Source: an optimization exercise on an open RTL-to-GDS flow (aim: small area, a short achievable clock period and few clock cycles per item). Production flows keep margins and buffers that such runs may drop.
Where RTL was checked, it was by simulation tests only, not by an equivalence proof against the original.
Power is estimated from default activity; no workload was simulated.

Setup of the baseline:
==> module sme_top, before the edit <==
module sme_top (
    input  logic           clk,
    input  logic           rst_n,
    input  sme_pkg::char_t chardata,
    input  logic           isstring,
    input  logic           ispattern,
    output logic           out_valid,
    output logic           match,
    output logic [4:0]     match_index
);
    localparam int NS = 34;
    logic           ip_q, is_q, dot_q, car_q, dol_q;
    sme_pkg::char_t key_q;
    wire in_car = (chardata == sme_pkg::CHR_START);
    wire in_dol = (chardata == sme_pkg::CHR_END);
    always_ff @(posedge clk or negedge rst_n) begin
        if (!rst_n) begin
            ip_q <= 1'b0;
            is_q <= 1'b0;
        end else begin
            ip_q <= ispattern;
            is_q <= isstring;
        end
    end
    always_ff @(posedge clk) begin
        key_q <= (in_car | in_dol) ? sme_pkg::CHR_SPACE : chardata;
        dot_q <= (chardata == sme_pkg::CHR_ANY);
        car_q <= in_car;
        dol_q <= in_dol;
    end
    logic       is_d;
    logic [4:0] len_q;                       
    sme_pkg::char_t chars_q [0:31];          
    always_ff @(posedge clk or negedge rst_n) begin
        if (!rst_n) is_d <= 1'b0;
        else        is_d <= is_q;
    end
    sme_pkg::char_t raw;
    assign raw = car_q ? sme_pkg::CHR_START : dol_q ? sme_pkg::CHR_END : key_q;
    always_ff @(posedge clk) begin
        if (is_q) begin
            for (int i = 0; i < 31; i++) chars_q[i] <= chars_q[i+1];
            chars_q[31] <= raw;
            len_q <= is_d ? len_q + 5'd1 : 5'd1;
        end
    end
    logic [31:0] valid;         
    logic [31:0] stb;           
    always_comb begin
        for (int i = 0; i < 32; i++) valid[i] = ({len_q == 5'd0, len_q} >= 6'(32 - i));
        for (int i = 0; i < 31; i++) stb[i] = ~valid[i] & valid[i+1];
        stb[31] = 1'b0;
    end
    logic          ip_d;
    logic [NS-1:0] m_q;                      
    logic [4:0]    c_q;                      
    wire first = ~ip_d;
    logic [NS-1:0] m_next;
    always_comb begin
        m_next[0] = valid[0] & first & car_q;
        for (int i = 0; i < 32; i++) begin
            m_next[i+1] = (valid[i] & (first | m_q[i]) & (dot_q | (chars_q[i] == key_q)))
                        | (stb[i] & first & car_q);
        end
        m_next[NS-1] = (first | m_q[NS-2]) & dol_q;
    end
    always_ff @(posedge clk or negedge rst_n) begin
        if (!rst_n) ip_d <= 1'b0;
        else        ip_d <= ip_q;
    end
    always_ff @(posedge clk) begin
        m_q <= m_next;
        c_q <= first ? (len_q - 5'd1 + {4'd0, car_q}) : (c_q - 5'd1);
    end
    logic       found;
    logic [4:0] idx;
    always_comb begin
        logic [2:0] any;
        logic [4:0] gidx [0:2];
        for (int g = 0; g < 3; g++) begin
            logic [3:0] loc;
            logic [4:0] lo;
            loc = '0;
            any[g] = 1'b0;
            for (int b = 15; b >= 0; b--) begin
                if (16*g + b < NS && m_q[16*g + b]) begin
                    loc    = 4'(b);
                    any[g] = 1'b1;
                end
            end
            lo = {1'b0, loc} + {1'b0, c_q[3:0]};
            gidx[g] = {c_q[4] ^ g[0] ^ lo[4], lo[3:0]};
        end
        found = |any;
        idx   = '0;
        for (int g = 2; g >= 0; g--) if (any[g]) idx = gidx[g];
    end
    wire done = ip_d & ~ip_q;
    always_ff @(posedge clk or negedge rst_n) begin
        if (!rst_n) begin
            out_valid   <= 1'b0;
            match       <= 1'b0;
            match_index <= '0;
        end else begin
            out_valid   <= done;
            match       <= done & found;
            match_index <= (done & found) ? idx : 5'd0;
        end
    end
endmodule
export LEC_CHECK = 0
export CAP_MARGIN = 20
export CORE_MARGIN = 2
export CORE_UTILIZATION = 40
export CTS_BUF_LIST = sky130_fd_sc_hd__clkbuf_16
export CTS_CLUSTER_DIAMETER = 120
export CTS_CLUSTER_SIZE = 30
export SETUP_SLACK_MARGIN = 5
export SLEW_MARGIN = 20
create_clock -name core_clock -period 8.0 [get_ports {clk}]
standard.sh (not shown) runs the stock make flow with config.mk's settings and CLKGATE_MAP_FILE= SYNTH_SCRIPT=/design/flow/synth_recipe.tcl, a recipe that flattens the netlist after the stock synthesis.
==> flow/flow/run.sh <==
#!/bin/bash
# Standard layout with a tighter setup repair target and stronger port buffers.
set -uo pipefail
bash standard.sh SETUP_SLACK_MARGIN=5.45 \
    "BUFFER_PORTS_ARGS=-buffer_cell sky130_fd_sc_hd__buf_4" \
    finish > standard.log 2>&1
Testbench counts of the baseline, summed over its fixed seeds: cycles 7,731, queries 512.
For the candidate, these inputs were changed with respect to the baseline:
--- a/flow/design.v
+++ b/flow/design.v
@@ -104,29 +104,31 @@
         c_q <= first ? (len_q - 5'd1 + {4'd0, car_q}) : (c_q - 5'd1);
     end
     logic       found;
     logic [4:0] idx;
     always_comb begin
-        logic [2:0] any;
-        logic [4:0] gidx [0:2];
-        for (int g = 0; g < 3; g++) begin
-            logic [3:0] loc;
-            logic [4:0] lo;
+        logic [4:0] any;
+        logic [4:0] gidx [0:4];
+        for (int g = 0; g < 5; g++) begin
+            logic [2:0] loc;
+            logic [3:0] lo;
+            logic [1:0] hi;
             loc = '0;
             any[g] = 1'b0;
-            for (int b = 15; b >= 0; b--) begin
-                if (16*g + b < NS && m_q[16*g + b]) begin
-                    loc    = 4'(b);
+            for (int b = 7; b >= 0; b--) begin
+                if (8*g + b < NS && m_q[8*g + b]) begin
+                    loc    = 3'(b);
                     any[g] = 1'b1;
                 end
             end
-            lo = {1'b0, loc} + {1'b0, c_q[3:0]};
-            gidx[g] = {c_q[4] ^ g[0] ^ lo[4], lo[3:0]};
+            lo = {1'b0, loc} + {1'b0, c_q[2:0]};
+            hi = c_q[4:3] + 2'(g) + {1'b0, lo[3]};
+            gidx[g] = {hi, lo[2:0]};
         end
         found = |any;
         idx   = '0;
-        for (int g = 2; g >= 0; g--) if (any[g]) idx = gidx[g];
+        for (int g = 4; g >= 0; g--) if (any[g]) idx = gidx[g];
     end
     wire done = ip_d & ~ip_q;
     always_ff @(posedge clk or negedge rst_n) begin
         if (!rst_n) begin
             out_valid   <= 1'b0;
--- outcome ---
The candidate vs. the baseline: area overhead of the layout relative to synthesis -0.18 points, count of instances resized after the clock tree is built -3, cell area +240 µm², cell area after technology mapping +250 µm².
On wire length of the first global-routing pass, the candidate does worse than the baseline.
The candidate finished all stages; the layout is clean.
Testbench counts of the candidate, summed over its fixed seeds: cycles 7,731, queries 512.

RTL: one of the versions met above, not the one the previous note started from.
Size: about 1,100 cells after synthesis, roughly 320 flip-flops.
==> module sme_top, before the edit <==
module sme_top (
    input  logic           clk,
    input  logic           rst_n,
    input  sme_pkg::char_t chardata,
    input  logic           isstring,
    input  logic           ispattern,
    output logic           out_valid,
    output logic           match,
    output logic [4:0]     match_index
);
    localparam int NS = 34;
    logic           ip_q, is_q, dot_q, car_q, dol_q;
    sme_pkg::char_t key_q;
    wire in_car = (chardata == sme_pkg::CHR_START);
    wire in_dol = (chardata == sme_pkg::CHR_END);
    always_ff @(posedge clk or negedge rst_n) begin
        if (!rst_n) begin
            ip_q <= 1'b0;
            is_q <= 1'b0;
        end else begin
            ip_q <= ispattern;
            is_q <= isstring;
        end
    end
    always_ff @(posedge clk) begin
        key_q <= (in_car | in_dol) ? sme_pkg::CHR_SPACE : chardata;
        dot_q <= (chardata == sme_pkg::CHR_ANY);
        car_q <= in_car;
        dol_q <= in_dol;
    end
    logic       is_d;
    logic [4:0] len_q;                       
    sme_pkg::char_t chars_q [0:31];          
    always_ff @(posedge clk or negedge rst_n) begin
        if (!rst_n) is_d <= 1'b0;
        else        is_d <= is_q;
    end
    sme_pkg::char_t raw;
    assign raw = car_q ? sme_pkg::CHR_START : dol_q ? sme_pkg::CHR_END : key_q;
    always_ff @(posedge clk) begin
        if (is_q) begin
            for (int i = 0; i < 31; i++) chars_q[i] <= chars_q[i+1];
            chars_q[31] <= raw;
            len_q <= is_d ? len_q + 5'd1 : 5'd1;
        end
    end
    logic [31:0] valid;         
    logic [31:0] stb;           
    always_comb begin
        for (int i = 0; i < 32; i++) valid[i] = ({len_q == 5'd0, len_q} >= 6'(32 - i));
        for (int i = 0; i < 31; i++) stb[i] = ~valid[i] & valid[i+1];
        stb[31] = 1'b0;
    end
    logic          ip_d;
    logic [NS-1:0] m_q;                      
    logic [4:0]    c_q;                      
    wire first = ~ip_d;
    logic [NS-1:0] m_next;
    always_comb begin
        m_next[0] = valid[0] & first & car_q;
        for (int i = 0; i < 32; i++) begin
            m_next[i+1] = (valid[i] & (first | m_q[i]) & (dot_q | (chars_q[i] == key_q)))
                        | (stb[i] & first & car_q);
        end
        m_next[NS-1] = (first | m_q[NS-2]) & dol_q;
    end
    always_ff @(posedge clk or negedge rst_n) begin
        if (!rst_n) ip_d <= 1'b0;
        else        ip_d <= ip_q;
    end
    always_ff @(posedge clk) begin
        m_q <= m_next;
        c_q <= first ? (len_q - 5'd1 + {4'd0, car_q}) : (c_q - 5'd1);
    end
    logic       found;
    logic [4:0] idx;
    always_comb begin
        logic [4:0] any;
        logic [4:0] gidx [0:4];
        for (int g = 0; g < 5; g++) begin
            logic [2:0] loc;
            logic [3:0] lo;
            logic [1:0] hi;
            loc = '0;
            any[g] = 1'b0;
            for (int b = 7; b >= 0; b--) begin
                if (8*g + b < NS && m_q[8*g + b]) begin
                    loc    = 3'(b);
                    any[g] = 1'b1;
                end
            end
            lo = {1'b0, loc} + {1'b0, c_q[2:0]};
            hi = c_q[4:3] + 2'(g) + {1'b0, lo[3]};
            gidx[g] = {hi, lo[2:0]};
        end
        found = |any;
        idx   = '0;
        for (int g = 4; g >= 0; g--) if (any[g]) idx = gidx[g];
    end
    wire done = ip_d & ~ip_q;
    always_ff @(posedge clk or negedge rst_n) begin
        if (!rst_n) begin
            out_valid   <= 1'b0;
            match       <= 1'b0;
            match_index <= '0;
        end else begin
            out_valid   <= done;
            match       <= done & found;
            match_index <= (done & found) ? idx : 5'd0;
        end
    end
endmodule
==> flow/config.mk <==
export PLATFORM = sky130hd
export DESIGN_NAME = sme_top
export DESIGN_NICKNAME = sme_top
export VERILOG_FILES = /design/flow/design.v
export SDC_FILE = /design/flow/constraint.sdc
export NUM_CORES = 4
export LEC_CHECK = 0
export CAP_MARGIN = 20
export CORE_MARGIN = 2
export CORE_UTILIZATION = 40
export SETUP_SLACK_MARGIN = 5
export SLEW_MARGIN = 20
==> flow/constraint.sdc <==
create_clock -name core_clock -period 8.0 [get_ports {clk}]
set_input_delay 1.6000 -clock core_clock [delete_from_list [all_inputs] [get_ports {clk}]]
set_output_delay 1.6000 -clock core_clock [all_outputs]
set_load 0.01 [all_outputs]
==> flow/flow/run.sh <==
#!/bin/bash
# Standard layout with a tighter setup repair target and stronger port buffers.
set -uo pipefail
bash standard.sh SETUP_SLACK_MARGIN=5.6 \
    "BUFFER_PORTS_ARGS=-buffer_cell sky130_fd_sc_hd__buf_4" \
    finish > standard.log 2>&1
Testbench counts at the start, summed over its fixed seeds: cycles 7,731, queries 512.
Rerun with:
--- a/flow/design.v
+++ b/flow/design.v
@@ -101,43 +101,25 @@
     end
     always_ff @(posedge clk) begin
         m_q <= m_next;
         c_q <= first ? (len_q - 5'd1 + {4'd0, car_q}) : (c_q - 5'd1);
     end
     logic       found;
-    logic [4:0] idx;
+    logic [4:0] enc;
     always_comb begin
-        logic [4:0] any;
-        logic [4:0] gidx [0:4];
-        for (int g = 0; g < 5; g++) begin
-            logic [2:0] loc;
-            logic [3:0] lo;
-            logic [1:0] hi;
-            loc = '0;
-            any[g] = 1'b0;
-            for (int b = 7; b >= 0; b--) begin
-                if (8*g + b < NS && m_q[8*g + b]) begin
-                    loc    = 3'(b);
-                    any[g] = 1'b1;
-                end
-            end
-            lo = {1'b0, loc} + {1'b0, c_q[2:0]};
-            hi = c_q[4:3] + 2'(g) + {1'b0, lo[3]};
-            gidx[g] = {hi, lo[2:0]};
-        end
-        found = |any;
-        idx   = '0;
-        for (int g = 4; g >= 0; g--) if (any[g]) idx = gidx[g];
+        found = |m_q;
+        enc   = '0;
+        for (int s = NS-1; s >= 0; s--) if (m_q[s]) enc = 5'(s);
     end
     wire done = ip_d & ~ip_q;
     always_ff @(posedge clk or negedge rst_n) begin
         if (!rst_n) begin
             out_valid   <= 1'b0;
             match       <= 1'b0;
             match_index <= '0;
         end else begin
             out_valid   <= done;
             match       <= done & found;
-            match_index <= (done & found) ? idx : 5'd0;
+            match_index <= (done & found) ? enc + c_q : 5'd0;
         end
     end
 endmodule
Result: Non-clock buffer count fell by 5; cell count goes down by a few percent; maximum frequency is lower by about a fifth; area after synthesis drops by a few percent; routed wire length increases slightly; design area decreases by a few percent; count of clock-buffer cells in the layout came out lower by 8; core utilization rises by 0.17 points; hold slack gets worse by 0.0044 ns; first-iteration DRC count came out lower by about a fifth; clock skew stays flat; setup slack gets worse by 0.48 ns; clock power goes up by a little under a tenth; flip-flop and latch count stays the same.
Only the layout flow was run in the second run of this note; the RTL was not checked for function there.

[separate check: timing with driven ports]
No port has a modelled driver above. Below, the same layouts with a new extraction and two added sets of constraints.
Step 1: set_driving_cell puts a clkbuf_16 on clk and a buf_2 on each other input, an assumption about the parent block.
Step 2, shift: input delay + t, output delay - t, t = (earliest + latest rising clock arrival at the registers) / 2. This alone moves slack from input paths to output paths.
Slacks: ideal / step 1 / step 2; pairs: ideal / step 1.
run	t (ns)	setup slack, ns	worst setup path after step 2	worst register clock-pin slew, ns
the baseline	0.540	5.368 / 5.321 / 5.245	input to register	0.12 / 0.12
the candidate	0.555	5.371 / 5.320 / 5.227	input to register	0.12 / 0.12
the first run of note 2	0.555	5.398 / 5.348 / 5.221	input to register	0.06 / 0.06
the second run of note 2	0.559	4.914 / 4.914 / 4.914	register to register	0.06 / 0.06
After both steps setup and hold are still met in every run listed. For the first run of note 2, which loses most, drivers alone change the setup slack by -0.050 ns; drivers and shift together by -0.177 ns.
